What follows belongs to an exercise in optimizing a design on an open flow for small area and a short achievable clock period; a production flow would make more cautious choices. Only simulation tests tie the RTL to the original design; equivalence was not proved. No activity file was given, so power comes from the tool's default toggle rates.

==> flow/design.v (excerpt) <==
module cam_masked_mc
#(
  parameter int unsigned DATA_WIDTH = 32,
  parameter int unsigned DEPTH_LOG2 = 5
) (
  input  logic                  clk,
  input  logic                  reset_n,
  input  logic                  read_i,
  input  logic [DEPTH_LOG2-1:0] read_index_i,
  input  logic                  write_i,
  input  logic [DEPTH_LOG2-1:0] write_index_i,
  input  logic [DATA_WIDTH-1:0] write_data_i,
  input  logic                  invalidate_i,
  input  logic [DEPTH_LOG2-1:0] invalidate_index_i,
  input  logic                  flush_i,
  input  logic                  search_i,
  input  logic [DATA_WIDTH-1:0] search_data_i,
  input  logic [DATA_WIDTH-1:0] search_mask_i,
  output logic                  read_valid_o,
  output logic [DATA_WIDTH-1:0] read_value_o,
  output logic                  read_hit_o,
  output logic                  search_valid_o,
  output logic                  search_hit_o,
  output logic [DEPTH_LOG2-1:0] search_index_o,
  output logic                  search_multi_o,
  output logic [DEPTH_LOG2:0]   occupancy_o
);
  localparam int unsigned ENTRIES = cam_pkg::cam_depth(DEPTH_LOG2);
  logic [DATA_WIDTH-1:0] mem [ENTRIES];
  logic [ENTRIES-1:0]    valid;
  logic [ENTRIES-1:0]    s1_match;
  logic                  s1_valid;
  logic                  enc_hit;
  logic [DEPTH_LOG2-1:0] enc_index;
  logic                  enc_multi;
  always_ff @(posedge clk) begin
    if (write_i) mem[write_index_i] <= write_data_i;
  end
  always_ff @(posedge clk or negedge reset_n) begin
    if (!reset_n) begin
      valid <= '0;
    end else if (flush_i) begin
      valid <= '0;
    end else begin
      if (write_i)      valid[write_index_i]      <= 1'b1;
      if (invalidate_i) valid[invalidate_index_i] <= 1'b0;
    end
  end
  always_ff @(posedge clk or negedge reset_n) begin
    if (!reset_n) begin
      read_valid_o <= 1'b0;
      read_value_o <= '0;
      read_hit_o   <= 1'b0;
    end else begin
      read_valid_o <= read_i;
      if (read_i) begin
  ...
Settings: LEC_CHECK=0, CAP_MARGIN=30, CORE_MARGIN=2, CORE_UTILIZATION=35, CTS_BUF_LIST=sky130_fd_sc_hd__clkbuf_8, SETUP_SLACK_MARGIN=4.9, SLEW_MARGIN=30, TNS_END_PERCENT=10; clock period 7.5 ns.
run.sh (not shown) runs the stock make flow with config.mk's settings and CLKGATE_MAP_FILE= SYNTH_SCRIPT=/design/flow/synth_recipe.tcl, a recipe that flattens the netlist after the stock synthesis.
The baseline finished with timing, DRC and antenna clean.
Then changed:
==> flow/flow/run.sh (new file) <==
#!/bin/bash
# The standard layout, with clock tree synthesis told not to add dummy load
# cells for balancing (the other CTS arguments are the standard ones).
set -euo pipefail
bash standard.sh finish \
  "CTS_ARGS=-sink_clustering_enable -repair_clock_nets -dont_use_dummy_load -buf_list sky130_fd_sc_hd__clkbuf_8" \
  > log_standard_finish.txt 2>&1
==> flow/standard.sh (new file) <==
#!/bin/bash
# synth_recipe.tcl (not shown) runs the flow's synth.tcl, then flattens the netlist and writes it again
# the make line also repeats each setting of config.mk as NAME=value (left out here)
make -C /OpenROAD-flow-scripts/flow DESIGN_CONFIG=/design/flow/config.mk WORK_HOME=/design/flow/orfs CLKGATE_MAP_FILE= SYNTH_SCRIPT=/design/flow/synth_recipe.tcl "${@:-finish}"
- SETUP_SLACK_MARGIN: 4.9 -> 4.7
- TNS_END_PERCENT: 10 -> 5
removed: flow/run.sh
Outcome:
- The changed run ran to the end with no violations
- worst hold slack hardly moves
- power came out lower by a little under a tenth
- area after synthesis does not change
- core utilization came out lower by 1.1 points
- clock skew came out higher by 0.0081 ns
- register-to-register slack improves by 0.12 ns
- via count came out lower slightly
- wire length came out lower slightly
Then changed:
==> flow/run.sh (new file) <==
#!/bin/bash
# synth_recipe.tcl (not shown) runs the flow's synth.tcl, then flattens the netlist and writes it again
# the make line also repeats each setting of config.mk as NAME=value (left out here)
make -C /OpenROAD-flow-scripts/flow DESIGN_CONFIG=/design/flow/config.mk WORK_HOME=/design/flow/orfs CLKGATE_MAP_FILE= SYNTH_SCRIPT=/design/flow/synth_recipe.tcl finish
removed: flow/flow/run.sh
removed: flow/standard.sh
Result:
- register-to-register slack stays flat
- total power rises by 8.3%
- non-clock buffer count rises by 3
- area after synthesis stays the same
- sequential share of layout area shrinks by 0.96 points
- worst setup slack improved by 0.064 ns
- clock skew decreases by 0.0093 ns
- final cell count went up by 2.6%
- via count rises by 0.63%
Then changed:
- CTS_BUF_LIST: sky130_fd_sc_hd__clkbuf_8 -> unset
What happened: The new run went through all stages and came out clean. Register-to-register slack is about the same. Cell count drops by 1.3%. Flip-flop and latch count stays the same. Utilization rose by 0.80 points. Routed wire length rose by 1.4%. Power went up by 5.7%. Worst setup slack improves by 0.12 ns. Die area does not change. Design area went up by 2.0%. Hold slack improved by 0.0071 ns. Synthesized area does not change.

========
cam_masked_mc, a different RTL version from the one above (not shown whole).
Size in the first run: roughly 4000 cells after synthesis, roughly 170 I/O pins, about 60000 sq um of cells after synthesis.
==> flow/config.mk <==
export PLATFORM = sky130hd
export DESIGN_NAME = cam_masked_mc
export DESIGN_NICKNAME = cam_masked_mc
export VERILOG_FILES = /design/flow/design.v
export SDC_FILE = /design/flow/constraint.sdc
export NUM_CORES = 4
export LEC_CHECK = 0
export CAP_MARGIN = 30
export CORE_MARGIN = 2
export CORE_UTILIZATION = 35
export CTS_BUF_LIST = sky130_fd_sc_hd__clkbuf_8
export SETUP_SLACK_MARGIN = 4.5
export SLEW_MARGIN = 30
export TNS_END_PERCENT = 5
==> flow/constraint.sdc <==
create_clock -name core_clock -period 7.5 [get_ports {clk}]
set_input_delay 1.5000 -clock core_clock [delete_from_list [all_inputs] [get_ports {clk}]]
set_output_delay 1.5000 -clock core_clock [all_outputs]
set_load 0.01 [all_outputs]
Stock flow here: none of the scripts above is used.
Edit:
Settings changed: CTS_BUF_LIST sky130_fd_sc_hd__clkbuf_8 to not set, SETUP_SLACK_MARGIN 4.5 to 4.7, TNS_END_PERCENT 5 to 30.
Outcome:
- global-route usage decreases by 0.39 points
- worst setup slack improves by 94 ps
- count of clock-buffer cells in the layout goes down by 29
- total power rises by roughly a tenth
- cell area came out higher by a few percent
- via count came out higher slightly
- core utilization climbs by 2.2 points
- routed wire length went up by a few percent
- sequential cell count does not change
- sequential share of layout area falls by 2.5 points
Edit:
Settings changed: SETUP_SLACK_MARGIN 4.7 to 4.5, TNS_END_PERCENT 30 to 5.
Effect:
- non-clock buffer count fell by 94
- setup slack gets worse by 170 ps
- routed wire length fell by a few percent
- sequential cell count stays the same

========
== job 1178 ==
cam_masked_mc, a different RTL version from the one above (not shown whole).
Size: about 4200 cells after synthesis, ~1200 flip-flops, ~0.062 mm^2 of cells after synthesis.
Settings: LEC_CHECK=0, CAP_MARGIN=30, CORE_MARGIN=2, CORE_UTILIZATION=35, SETUP_SLACK_MARGIN=4.9, SLEW_MARGIN=30, TNS_END_PERCENT=10; clock period 7.5 ns.
Input changes introduced in job 7806 (baseline for comparison: job 1178):
Settings: changing SETUP_SLACK_MARGIN from 4.9 to 4.7; setting CTS_BUF_LIST to sky130_fd_sc_hd__clkbuf_8 for the first time; changing CORE_UTILIZATION from 35 to 40; changing TNS_END_PERCENT from 10 to 5.
Job 7806 reached the final stage; the timing, DRC and antenna checks on its layout passed.
After detailed routing, job 1178 needs more wire than job 7806.
Area enclosed by the die boundary | job 7806 below job 1178
Job 7806 reports its cell with the largest stage delay on the worst path as mux4_2 while job 1178 reports or4_4.
Comparing transition time of the tightest slew-check pin for job 1178 and job 7806, the bigger number came from job 1178.
Job 7806 ended with less number of cells on the critical path than job 1178.
Relative to job 7806, the following input files were edited for job 457:
Settings: a deleted CTS_BUF_LIST that had been sky130_fd_sc_hd__clkbuf_8; a change of CORE_UTILIZATION from 40 to 45.
Findings:
- | non-clock buffer count | lower: job 7806 |
- Job 457 finished end to end and its layout was clean on timing, DRC and antenna.
- Job 7806 has a lower number of vias per cell after detailed routing than job 457.
- | maximum fanout encountered on the critical timing path | job 457 vs job 7806 | 75 lower |
- Diff job 7806 -> job 457 | combinational share of power | decrease of 0.2 points
- Reported for job 457 and job 7806, total negative slack turned out identical to the last digit.
- Note that the placeable core region recorded for job 457 amounts to 0.890 times the value seen in job 7806.
- On net switching power figure, job 457 and job 7806 are neck and neck.
- In the metrics for job 457 and job 7806, the one carrying the lower worst path arrival time is job 457.
Input-level comparison between job 2971 and job 457:
Settings: changing CORE_UTILIZATION from 45 to 40.
--- outcome ---
The run showing the smaller global-route usage is job 2971.
Measured against each other, job 2971 and job 457 differ in number of buffers added by the clock tree synthesis step, the higher figure coming from job 457.
Any difference in clock skew between job 2971 and job 457 is small enough to ignore.
The timing endpoint of the critical path comes out occ_inc[5]$_DFFE_PN0P_ in one run and search_multi_o in the other, namely in job 457 and job 2971 respectively.
Job 2971 ends up with a non-clock buffer count that is 7 lower than in job 457.
Of the two values seen for first element of the critical path, search_multi_o$_DFFE_PN0P_ was produced by job 2971 and invalidate_index_i[0] by job 457.
Going from job 457 to job 2971, initial core utilization decreased 5.0 points; fmax rose by about 2.2%; number of max-cap violations flat; XOR/XNOR share of the synthesized area comparable.
Job 2971 did not stop at any stage, and its layout met the timing, DRC and antenna checks.

==> what the ideal ports hide <==
The results above use ideal ports. As a check the final layouts listed here were re-extracted and re-timed, cells and wires unchanged.
Step 1: set_driving_cell puts a clkbuf_16 on clk and a buf_2 on each other input, an assumption about the parent block.
Step 2, shift: input delay + t, output delay - t, t = (earliest + latest rising clock arrival at the registers) / 2. This alone moves slack from input paths to output paths.
Slacks: ideal ports / drivers / drivers and shift; pairs: ideal ports / drivers.
| run | t, ns | setup WS [ns] | worst slew at a driven data input, ns |
|---|---|---|---|
| the first run of note 1 | 1.001 | 4.386 / 4.311 / 3.310 | 0.39 |
| the second run of note 1 | 0.992 | 4.263 / 4.297 / 3.304 | 0.47 |
| the third run of note 1 | 1.019 | 4.327 / 4.318 / 3.333 | 0.42 |
| the fourth run of note 1 | 0.863 | 4.444 / 4.289 / 3.426 | 0.42 |
| the first run of note 2 | 1.013 | 4.066 / 4.121 / 3.108 | 0.21 |
| the second run of note 2 | 0.874 | 4.160 / 4.155 / 3.281 | 0.32 |
| the third run of note 2 | 0.853 | 3.993 / 4.056 / 3.202 | 0.28 |
| job 1178 | 0.857 | 4.547 / 4.154 / 3.297 | 0.70 |
| job 7806 | 1.027 | 4.245 / 4.176 / 3.149 | 0.30 |
| job 457 | 0.851 | 4.492 / 4.307 / 3.455 | 0.32 |
| job 2971 | 0.879 | 4.556 / 4.327 / 3.449 | 0.43 |
After both steps setup and hold are still met in every run listed. For job 1178, which loses most, drivers alone change the setup slack by -0.393 ns; drivers and shift together by -1.250 ns.
